Source: an optimization exercise on an open RTL-to-GDS flow (aim: small area and a short achievable clock period). Production flows keep margins and buffers that such runs may drop.
Only simulation tests tie the RTL to the original design; equivalence was not proved.
No activity file was given, so power comes from the tool's default toggle rates.

$ cat run.sh
#!/bin/bash
# synth_recipe.tcl (not shown) runs the flow's synth.tcl, then flattens the netlist and writes it again
# the make line also repeats each setting of config.mk as NAME=value (left out here)
make -C /OpenROAD-flow-scripts/flow DESIGN_CONFIG=/design/flow/config.mk WORK_HOME=/design/flow/orfs CLKGATE_MAP_FILE= SYNTH_SCRIPT=/design/flow/synth_recipe.tcl finish
$ cat config.mk
export PLATFORM = sky130hd
export DESIGN_NAME = array_multiplier
export DESIGN_NICKNAME = array_multiplier
export VERILOG_FILES = /design/flow/design.v
export SDC_FILE = /design/flow/constraint.sdc
export NUM_CORES = 4
export LEC_CHECK = 0
export CAP_MARGIN = 20
export CORE_MARGIN = 2
export CORE_UTILIZATION = 40
export SLEW_MARGIN = 20
$ cat constraint.sdc
create_clock -name core_clock -period 6.0 [get_ports {clk}]
set_input_delay 1.2000 -clock core_clock [delete_from_list [all_inputs] [get_ports {clk}]]
set_output_delay 1.2000 -clock core_clock [all_outputs]
set_load 0.01 [all_outputs]
$ cat design.v
`default_nettype none
package mult_sizes_pkg;
	localparam int OPERAND_WIDTH = 16;
	localparam int PRODUCT_WIDTH = 2 * OPERAND_WIDTH;
	localparam int ROW_COUNT = OPERAND_WIDTH - 1;
	typedef logic [OPERAND_WIDTH-1:0] operand_t;
	typedef logic [PRODUCT_WIDTH-1:0] product_t;
endpackage
`default_nettype wire
`default_nettype none
package adder_cell_pkg;
	function automatic logic [1:0] half_add(
		input logic a,
		input logic b
	);
		logic s;
		logic c;
		s = a ^ b;
		c = a & b;
		half_add = {c, s};
	endfunction
	function automatic logic [1:0] full_add(
		input logic a,
		input logic b,
		input logic cin
	);
		logic s;
		logic c;
		s = a ^ b ^ cin;
		c = (a & b) | (cin & (a ^ b));  
		full_add = {c, s};
	endfunction
endpackage
`default_nettype wire
`default_nettype none
module operand_stage (
	input  logic                     clk,
	input  logic                     reset,
	input  logic                     in_valid,
	input  mult_sizes_pkg::operand_t x,
	input  mult_sizes_pkg::operand_t y,
	output logic                     stage_valid,
	output mult_sizes_pkg::operand_t x_out,
	output mult_sizes_pkg::operand_t y_rest,
	output mult_sizes_pkg::operand_t sum_row,
	output mult_sizes_pkg::operand_t carry_row,
	output mult_sizes_pkg::operand_t low_bits
);
	mult_sizes_pkg::operand_t pp_row;
	assign pp_row = x & {mult_sizes_pkg::OPERAND_WIDTH{y[0]}};
	assign carry_row = '0;
	always_ff @(posedge clk) begin
		if (reset) begin
			stage_valid <= 1'b0;
		end else begin
			stage_valid <= in_valid;
		end
	end
	always_ff @(posedge clk) begin
		x_out   <= x;
		y_rest  <= y >> 1;         
		sum_row <= pp_row;
		low_bits <= {pp_row[0], {(mult_sizes_pkg::OPERAND_WIDTH-1){1'b0}}};
	end
endmodule
`default_nettype wire
`default_nettype none
module csa_row_stage (
	input  logic                     clk,
	input  logic                     reset,
	input  logic                     in_valid,
	input  mult_sizes_pkg::operand_t x_in,
	input  mult_sizes_pkg::operand_t y_in,
	input  mult_sizes_pkg::operand_t sum_in,
	input  mult_sizes_pkg::operand_t carry_in,
	input  mult_sizes_pkg::operand_t low_in,
	output logic                     out_valid,
	output mult_sizes_pkg::operand_t x_out,
	output mult_sizes_pkg::operand_t y_out,
	output mult_sizes_pkg::operand_t sum_out,
	output mult_sizes_pkg::operand_t carry_out,
	output mult_sizes_pkg::operand_t low_out
);
	mult_sizes_pkg::operand_t pp_row;
	mult_sizes_pkg::operand_t sum_up;
	mult_sizes_pkg::operand_t sum_next;
	mult_sizes_pkg::operand_t carry_next;
	assign pp_row = x_in & {mult_sizes_pkg::OPERAND_WIDTH{y_in[0]}};
	assign sum_up = {1'b0, sum_in[mult_sizes_pkg::OPERAND_WIDTH-1:1]};
	always_comb begin
		for (int j = 0; j < mult_sizes_pkg::OPERAND_WIDTH; j++) begin
			{carry_next[j], sum_next[j]} = adder_cell_pkg::full_add(pp_row[j], sum_up[j], carry_in[j]);
		end
	end
	always_ff @(posedge clk) begin
		if (reset) begin
			out_valid <= 1'b0;
		end else begin
			out_valid <= in_valid;
		end
	end
	always_ff @(posedge clk) begin
		x_out     <= x_in;
		y_out     <= y_in >> 1;                                    
		sum_out   <= sum_next;
		carry_out <= carry_next;
		low_out   <= {sum_next[0], low_in[mult_sizes_pkg::OPERAND_WIDTH-1:1]};  
	end
endmodule
`default_nettype wire
`default_nettype none
module carry_propagate_stage (
	input  logic                     clk,
	input  logic                     reset,
	input  logic                     in_valid,
	input  mult_sizes_pkg::operand_t sum_in,
	input  mult_sizes_pkg::operand_t carry_in,
	input  mult_sizes_pkg::operand_t low_in,
	output logic                     product_valid,
	output mult_sizes_pkg::product_t product
);
	mult_sizes_pkg::operand_t                 upper;
	logic [mult_sizes_pkg::OPERAND_WIDTH-2:0] chain;
	always_comb begin
		{chain[0], upper[0]} = adder_cell_pkg::half_add(carry_in[0], sum_in[1]);
		for (int j = 1; j < mult_sizes_pkg::OPERAND_WIDTH - 1; j++) begin
			{chain[j], upper[j]} = adder_cell_pkg::full_add(carry_in[j], sum_in[j+1], chain[j-1]);
		end
		upper[mult_sizes_pkg::OPERAND_WIDTH-1] = chain[mult_sizes_pkg::OPERAND_WIDTH-2];  
	end
	always_ff @(posedge clk) begin
		if (reset) begin
			product_valid <= 1'b0;
		end else begin
			product_valid <= in_valid;
		end
	end
	always_ff @(posedge clk) begin
		product <= {upper, low_in};
	end
endmodule
`default_nettype wire
`default_nettype none
module array_multiplier (
	input  logic                     clk,
	input  logic                     reset,
	input  logic                     in_valid,
	input  mult_sizes_pkg::operand_t x,
	input  mult_sizes_pkg::operand_t y,
	output logic                     product_valid,
	output mult_sizes_pkg::product_t product
);
	logic     stage_valid [0:mult_sizes_pkg::ROW_COUNT];
	mult_sizes_pkg::operand_t x_pipe      [0:mult_sizes_pkg::ROW_COUNT];
	mult_sizes_pkg::operand_t y_rest      [0:mult_sizes_pkg::ROW_COUNT];
	mult_sizes_pkg::operand_t sum_row     [0:mult_sizes_pkg::ROW_COUNT];
	mult_sizes_pkg::operand_t carry_row   [0:mult_sizes_pkg::ROW_COUNT];
	mult_sizes_pkg::operand_t low_bits    [0:mult_sizes_pkg::ROW_COUNT];
	operand_stage operand_stage_i (
		.clk         (clk),
		.reset       (reset),
		.in_valid    (in_valid),
		.x           (x),
		.y           (y),
		.stage_valid (stage_valid[0]),
		.x_out       (x_pipe[0]),
		.y_rest      (y_rest[0]),
		.sum_row     (sum_row[0]),
		.carry_row   (carry_row[0]),
		.low_bits    (low_bits[0])
	);
	for (genvar i = 0; i < mult_sizes_pkg::ROW_COUNT; i++) begin : row_g
		csa_row_stage row_i (
			.clk       (clk),
			.reset     (reset),
			.in_valid  (stage_valid[i]),
			.x_in      (x_pipe[i]),
			.y_in      (y_rest[i]),
			.sum_in    (sum_row[i]),
			.carry_in  (carry_row[i]),
			.low_in    (low_bits[i]),
			.out_valid (stage_valid[i+1]),
			.x_out     (x_pipe[i+1]),
			.y_out     (y_rest[i+1]),
			.sum_out   (sum_row[i+1]),
			.carry_out (carry_row[i+1]),
			.low_out   (low_bits[i+1])
		);
	end
	carry_propagate_stage carry_propagate_stage_i (
		.clk           (clk),
		.reset         (reset),
		.in_valid      (stage_valid[mult_sizes_pkg::ROW_COUNT]),
		.sum_in        (sum_row[mult_sizes_pkg::ROW_COUNT]),
		.carry_in      (carry_row[mult_sizes_pkg::ROW_COUNT]),
		.low_in        (low_bits[mult_sizes_pkg::ROW_COUNT]),
		.product_valid (product_valid),
		.product       (product)
	);
endmodule
`default_nettype wire
==> run summary <==
[flip-flops by register name (all words and copies together) (netlist names)]
name / cells
row_g.row_i.sum_out: 240
operand_stage_i.y_rest: 15
row_g.row_i.y_out: 105
operand_stage_i.stage_valid: 1
operand_stage_i.x_out: 16
row_g.row_i.x_out: 224
carry_propagate_stage_i.product: 32
carry_propagate_stage_i.product_valid: 1
row_g.row_i.low_out: 120
row_g.row_i.out_valid: 15
operand_stage_i.sum_row: 16
row_g.row_i.carry_out: 225
[per-layer routing]
layer,wire [um],global-route usage
met4,807,0.0487
met1,11400,0.0962
met3,1580,0.0291
met5,0,0
met2,13100,0.139
[cell families (layout without fill, tap and decap cells)]
family	count (synthesis)	count (layout)	share of synthesized area
adders and majority gates	240	240	0.173
buffers and inverters	27	258	0.00846
DFF	1010	1010	0.747
and+or+nand+nor	273	273	0.0716
[cell type report]
type,instances,area [sq um],share of cell area
timing repair buffer,67,671,0.0210
sequential,1010,20200,0.633
tap,873,1090,0.0342
multi-input combinational,513,6640,0.208
inverter,10,37.5,0.00117
clock inverter,40,448,0.0140
clock buffer,141,2840,0.0890
[report_power, final]
part,internal (uW),leakage [uW],total (uW),switching (uW)
clock network,3570,0.00164,5960,2390
registers,8410,0.00848,9110,700
logic,719,0.00328,1230,515
[through the flow]
stage	std cells	TNS (ps)	hold WS, ps
after floorplan	1550	0	310
final	2654	0	314
after global routing	2654	0	312
after global placement	2473	-166	311
after CTS	2654	0	317
after detailed placement	2473	-60.1	312
[synthesized netlist by cell type]
master / count / area share
nor2b_1: 13 / 0.0030
and2_2: 180 / 0.050
inv_1: 10 / 0.0014
and2_1: 76 / 0.018
dfxtp_1: 1010 / 0.75
buf_6: 17 / 0.0071
and2b_1: 4 / 0.0011
fa_1: 224 / 0.17
ha_1: 16 / 0.0074
[critical path: stages (launching register included)]
cell and delay, ps:
dfxtp_1 300, ha_1 200, fa_1 380, fa_2 360, fa_2 350, fa_1 390, fa_2 350, fa_2 350
fa_2 350, fa_2 350, fa_2 350, fa_1 380, fa_1 370, inv_1 80, fa_1 150, inv_1 50
fa_1 350, inv_1 70, fa_1 400, inv_1 60
[worst min-delay path by stage]
stage	slack [ps]	depth (start not counted)	endpoint
detailed placement	310	0	row_g[1].row_i.y_out[2]
floorplan	310	0	carry_propagate_stage_i.product[0]
global placement	310	0	row_g[1].row_i.y_out[12]
finish	310	0	row_g[7].row_i.y_out[0]
CTS	320	0	row_g[7].row_i.y_out[0]
global route	310	0	row_g[6].row_i.y_out[2]
==> flow_summary.ini <==
[clock_network]
cts_setup_buffers = 0
cts_sinks = 1010
cts_resized = 2
cts.clk_slew.worst_paths_ps = 60
clockBufferDepth = 3
cts_buffers = 97
cts_tree = yes
htreeDepth = 3
cts_root_buf = clkbuf_16
hold_buffers = 0
clock_latency_ps = 640

[critical_path]
path_max_fanout = 1
required_ps = 6570
path_class = flip-flop to flip-flop
r2r_end = carry_propagate_stage_i.product[30]
timing.critical_path.from = row_g[14].row_i.carry_out[0]
cp-start-kind = flip-flop
r2r_start = row_g[14].row_i.carry_out[0]
rrSetupSlack_ps = 310
crit_end = carry_propagate_stage_i.product[30]
critPathArrivalTime_ps = 6260
cp-end-kind = flip-flop
rr_worst_depth = 19

[cells_and_area]
nets = 1974
num_antenna_cells = 0
syn_to_final_growth_pct = 18.0
nFillCells = 5765
final_cell_mix = 1010 x dfxtp_1, 217 x fa_1, 180 x and2_2, 98 x clkbuf_16, 76 x and2_1
final_common_cell = dfxtp_1
final_area_sq_mm = 0.0320
final_util = 0.477
drive_above_1_share = 0.195

[yosys]
syn_area_per_cell_sq_um = 17.5
ys_ff_latch = 1010
yosys_warnings = 10
syn_nets = 1825
synth_cell_types = 9
yosysSeqAreaShare = 0.747
synth_cells = 1550
netlist_area_sq_mm = 0.0271

[power_and_ir_drop]
finalPower_uw = 16300
leakagePower_uw = 0.0134
ir_drop_v = 0.000261
power.density_mw_per_mm2 = 510

[min_path]
hold_class = flip-flop to flip-flop
hp-start = row_g[6].row_i.y_out[1]

[global_route]
grt_pass1_wl_um = 49500
overflow = 0
antenna_found_initial = 0
gr-usage-all-layers = 0.0846
grt_max_degree = 18
first_global_vias = 11200

[placed_design]
routabilityCongestion = 0.663
io_buffers = 67
hpwl_um = 17900
placed_area_sq_mm = 0.0286
dp_slack_ps = -60.1

[sta]
relSlewSlack = 0.677
rsz0062_at_grt = false
drv_slew = 0
clock_skew_ps = 31.2
fin_crit_sh = 0.949
finalHoldViolations = 0
max_freq_mhz = 176
setup_ws_ps = 309
finalSetupViolCount = 0
tightest_slew_ps = 483
period_needed_ps = 5690

[routing]
postRouteAntennaNets = 0
vias_per_cell = 3.78
drt_pass1_iterations = 4
drt_drc_violations_left = 0
totalWireLength_um = 26900
vias = 10000
drtIter0Drc = 224
wl_per_cell_um = 10.1

[floorplan]
core_sq_mm = 0.0670
start_util = 0.404
num_rows = 95
io-pin-count = 68
die_y_um = 264
die_w_um = 264
die_area_sq_mm = 0.0698

[run]
maxCapViolations = 0

[outcome]
status = finished clean

## what the ideal ports hide
The results above use ideal ports. As a check the final layout listed here was re-extracted and re-timed, cells and wires unchanged.
Step 1: set_driving_cell puts a clkbuf_16 on clk and a buf_2 on each other input, an assumption about the parent block.
Step 2 also shifts input and output timing later by t, the mid clock arrival at the registers, as if the neighbouring blocks saw the same clock.
a / b / c = ideal / step 1 / step 2; a / b = the first two.
t, ns: 0.679
setup WS [ns]: 0.309 / 0.309 / 0.309
worst register clock-pin slew, ns: 0.06 / 0.06
After both steps this run still meets setup and hold. For this run, drivers alone change the setup slack by 0.000 ns; drivers and shift together by 0.000 ns.
